This is an optimization exercise on Yosys and OpenROAD, whose aim is small area, not a production implementation.
Power figures rest on the tool's default switching activity, not on a simulated workload.

==> inputs of try-maple <==
Design raycast_row, start of the top module:
module raycast_row (
  input  logic       clk,
  input  logic       reset,
  input  logic       i_slice_req,
  input  texture_pkg::wall_id_t   i_slice_wall,
  input  logic       i_slice_side,
  input  texture_pkg::texu_t      i_slice_texu,
  input  texture_pkg::size_t      i_slice_size,
  input  texture_pkg::step_t      i_slice_step,
  output logic       o_slice_ack,
  input  video_pkg::rgb_t       i_sky,
  input  video_pkg::rgb_t       i_floor,
  output logic       o_tex_csb,
  output logic       o_tex_out0,
  output logic       o_tex_oeb0,
  input  logic [3:0] i_tex_in,
  output logic       o_hsync_n,
  output logic       o_vsync_n,
  output logic       o_hblank,
  output logic       o_vblank,
  output video_pkg::hpos_t      o_hpos,
  output video_pkg::vpos_t      o_vpos,
  output video_pkg::rgb_t       o_rgb
);
==> module scan_timing, before the edit <==
module scan_timing (
  input  logic  clk,
  input  logic  reset,
  output video_pkg::hpos_t o_hpos,
  output video_pkg::vpos_t o_vpos,
  output logic  o_hmax,
  output logic  o_hsync_n,
  output logic  o_vsync_n,
  output logic  o_hblank,
  output logic  o_vblank,
  output logic  o_visible
);
  logic vmax;
  assign o_hmax = o_hpos[9] & o_hpos[8] & (&o_hpos[4:0]);
  assign vmax   = o_vpos[9] & o_vpos[3] & o_vpos[2];
  always_ff @(posedge clk) begin
    if (!reset || o_hmax) begin
      o_hpos <= '0;
    end else begin
      o_hpos <= o_hpos + 1'b1;
    end
    if (!reset || (o_hmax && vmax)) begin
      o_vpos <= '0;
    end else if (o_hmax) begin
      o_vpos <= o_vpos + 1'b1;
    end
  end
  assign o_hblank  = o_hpos[9] & (o_hpos[8] | o_hpos[7]);
  assign o_hsync_n = !(o_hpos[9] & !o_hpos[8] & o_hpos[7]
                       & (o_hpos[6:4] != 3'b000) & (o_hpos[6:4] != 3'b111));
  assign o_vblank  = o_vpos[9] | (&o_vpos[8:5]);
  assign o_vsync_n = !(o_vpos[9:1] == 9'b011110101);
  assign o_visible = !o_hblank && !o_vblank;
endmodule
==> module wall_span, before the edit <==
module wall_span (
  input  logic  clk,
  input  video_pkg::hpos_t i_hpos,
  input  logic  i_hmax,
  input  texture_pkg::wall_id_t    cur_wall,
  input  texture_pkg::size_t       cur_size,
  input  texture_pkg::step_t       cur_step,
  input  logic [6:0]  late_end,
  input  logic [6:0]  late_step,
  output logic  o_wall_en,
  output texture_pkg::texv_t o_texv
);
  logic [16:0] texv_acc;
  logic [16:0] texv_sum;
  logic        late;
  logic        early_en;
  logic [9:0]  offs;
  logic [8:0]  fold;
  texture_pkg::step_t step;
  assign offs     = i_hpos - video_pkg::H_HALF;
  assign fold     = offs[8:0] ^ {9{offs[9]}};
  assign early_en = (cur_wall != '0) && (fold < cur_size);
  assign late      = i_hpos[9] & i_hpos[6] & (i_hpos[5] | (i_hpos[4] & i_hpos[3]));
  assign o_wall_en = late ? ({1'b0, i_hpos[5:0]} < late_end) : early_en;
  assign step      = late ? {9'd0, late_step} : cur_step;
  assign texv_sum = {1'b0, texv_acc[15:0]} + {1'b0, step};
  always_ff @(posedge clk) begin
    if (!o_wall_en || i_hmax) begin
      texv_acc <= '0;
    end else begin
      texv_acc <= {texv_acc[16] | texv_sum[16], texv_sum[15:0]};
    end
  end
  assign o_texv = texv_acc[16] ? '1 : texv_acc[15:10];
endmodule
==> module pixel_mux, before the edit <==
module pixel_mux (
  input  logic        i_visible,
  input  video_pkg::hpos_t       i_hpos,
  input  logic        i_wall_en,
  input  video_pkg::rgb_t        i_texel,
  input  video_pkg::rgb_t        i_sky,
  input  video_pkg::rgb_t        i_floor,
  output video_pkg::rgb_t        o_rgb
);
  always_comb begin
    if (!i_visible) begin
      o_rgb = '0;
    end else if (i_wall_en) begin
      o_rgb = i_texel;
    end else if (!i_hpos[9] && !(i_hpos[8] && (i_hpos[7] || i_hpos[6]))) begin
      o_rgb = i_floor;
    end else begin
      o_rgb = i_sky;
    end
  end
endmodule
clock: 20.0 ns
lec_check: 0
cap_margin: 20
core_margin: 2
core_utilization: 40
cts_buf_list: sky130_fd_sc_hd__clkbuf_8
cts_cluster_diameter: 60
cts_cluster_size: 12
place_density: 0.6
slew_margin: 20
run.sh (not shown) runs the stock make flow with config.mk's settings and CLKGATE_MAP_FILE= SYNTH_SCRIPT=/design/flow/synth_recipe.tcl, a recipe that flattens the netlist after the stock synthesis.
==> inputs of try-pepper, as changes to try-maple <==
--- a/flow/design.v
+++ b/flow/design.v
@@ -67,11 +67,10 @@
       o_vpos <= o_vpos + 1'b1;
     end
   end
-  assign o_hblank  = o_hpos[9] & (o_hpos[8] | o_hpos[7]);
-  assign o_hsync_n = !(o_hpos[9] & !o_hpos[8] & o_hpos[7]
-                       & (o_hpos[6:4] != 3'b000) & (o_hpos[6:4] != 3'b111));
-  assign o_vblank  = o_vpos[9] | (&o_vpos[8:5]);
-  assign o_vsync_n = !(o_vpos[9:1] == 9'b011110101);
+  assign o_hsync_n = !(o_hpos >= video_pkg::H_SYNC_START && o_hpos < video_pkg::H_SYNC_END);
+  assign o_vsync_n = !(o_vpos >= video_pkg::V_SYNC_START && o_vpos < video_pkg::V_SYNC_END);
+  assign o_hblank  = (o_hpos >= video_pkg::H_VIEW);
+  assign o_vblank  = (o_vpos >= video_pkg::V_VIEW);
   assign o_visible = !o_hblank && !o_vblank;
 endmodule
 `timescale 1ns/1ps
@@ -227,7 +226,7 @@
   assign offs     = i_hpos - video_pkg::H_HALF;
   assign fold     = offs[8:0] ^ {9{offs[9]}};
   assign early_en = (cur_wall != '0) && (fold < cur_size);
-  assign late      = i_hpos[9] & i_hpos[6] & (i_hpos[5] | (i_hpos[4] & i_hpos[3]));
+  assign late      = (i_hpos >= 10'd600);
   assign o_wall_en = late ? ({1'b0, i_hpos[5:0]} < late_end) : early_en;
   assign step      = late ? {9'd0, late_step} : cur_step;
   assign texv_sum = {1'b0, texv_acc[15:0]} + {1'b0, step};
@@ -255,7 +254,7 @@
       o_rgb = '0;
     end else if (i_wall_en) begin
       o_rgb = i_texel;
-    end else if (!i_hpos[9] && !(i_hpos[8] && (i_hpos[7] || i_hpos[6]))) begin
+    end else if (i_hpos < video_pkg::H_HALF) begin
       o_rgb = i_floor;
     end else begin
       o_rgb = i_sky;
Settings changed: CTS_BUF_LIST sky130_fd_sc_hd__clkbuf_8 to sky130_fd_sc_hd__clkbuf_4, CTS_CLUSTER_DIAMETER 60 to unset, CTS_CLUSTER_SIZE 12 to unset.
==> comparison <==
Against try-maple, the register-to-register slack of try-pepper is higher by 350 ps. Core utilization: try-maple is lower than try-pepper (2.0 points). In try-pepper the fmax is lower than in try-maple, by about 4.7%. Between try-pepper and try-maple, the lower die area is in try-maple (gap about 3.3%, measured against try-maple). In try-maple the clock power is lower than in try-pepper, by 36%. Routed wire length: try-maple is lower than try-pepper (10%). Against try-maple, the area after synthesis of try-pepper is higher by 3.4%. Of try-pepper and try-maple, try-pepper has the higher cell area (gap 7.7%, measured against try-maple).
==> figures <==
Status: try-maple complete, no violations; try-pepper complete, no violations
Die Y: try-maple 208.0 µm; try-pepper 211.4 µm
Reg2reg end: try-maple u_wall_span.texv_acc[15]; try-pepper u_wall_span.texv_acc[14]
Final Hold Slack: try-maple 341.5 ps; try-pepper 307.4 ps
Clock network fraction of design power: try-maple 32.4%; try-pepper 42.2%
Via count: try-maple 10960; try-pepper 12220
Number of instances in the synthesized netlist: try-maple 1354; try-pepper 1406
Cells on worst reg2reg path: try-maple 13; try-pepper 14
CP startpoint: try-maple u_scan_timing.o_hpos[6]; try-pepper u_scan_timing.o_hpos[3]
Sequential share of power: try-maple 57.9%; try-pepper 47.9%
Number of cells in the design after placement: try-maple 1927; try-pepper 2000
Critical path peak fanout: try-maple 15; try-pepper 17
Startpoint of the tightest hold check path: try-maple u_texture_fetch.ring[4][59]; try-pepper u_texture_fetch.ring[3][14]
Switching share of power: try-maple 25.35%; try-pepper 26.21%
Met2 layer wire length in the routed design: try-maple 18530 µm; try-pepper 20660 µm
Final weighted congestion in routability-driven placement: try-maple 0.7997; try-pepper 0.8335
Vias in the first global route: try-maple 11070; try-pepper 12320
No functional check of the RTL was part of any run of this note.

## static timing again, ports no longer ideal
The flow's constraints put no driver on any port. The routed layouts listed below were extracted and timed again, unchanged, in two steps.
Step 1 (the two cells are an assumption about what drives the block):
set clk [get_ports {clk}]
set_driving_cell -lib_cell sky130_fd_sc_hd__clkbuf_16 $clk
set_driving_cell -lib_cell sky130_fd_sc_hd__buf_2 [delete_from_list [all_inputs] $clk]
Step 2 also shifts input and output timing later by t, the mid clock arrival at the registers, as if the neighbouring blocks saw the same clock.
Slacks: ideal ports / drivers / drivers and shift; pairs: ideal ports / drivers.
run | t (ns) | setup WS [ns] | hold WS [ns] | slew at the worst register clock pin (ns)
try-maple | 0.680 | 10.286 / 10.233 / 10.372 | 0.342 / 0.342 / 0.342 | 0.09 / 0.09
try-pepper | 0.959 | 9.805 / 9.751 / 10.197 | 0.307 / 0.307 / 0.307 | 0.07 / 0.07
After both steps setup and hold are still met in every run listed.
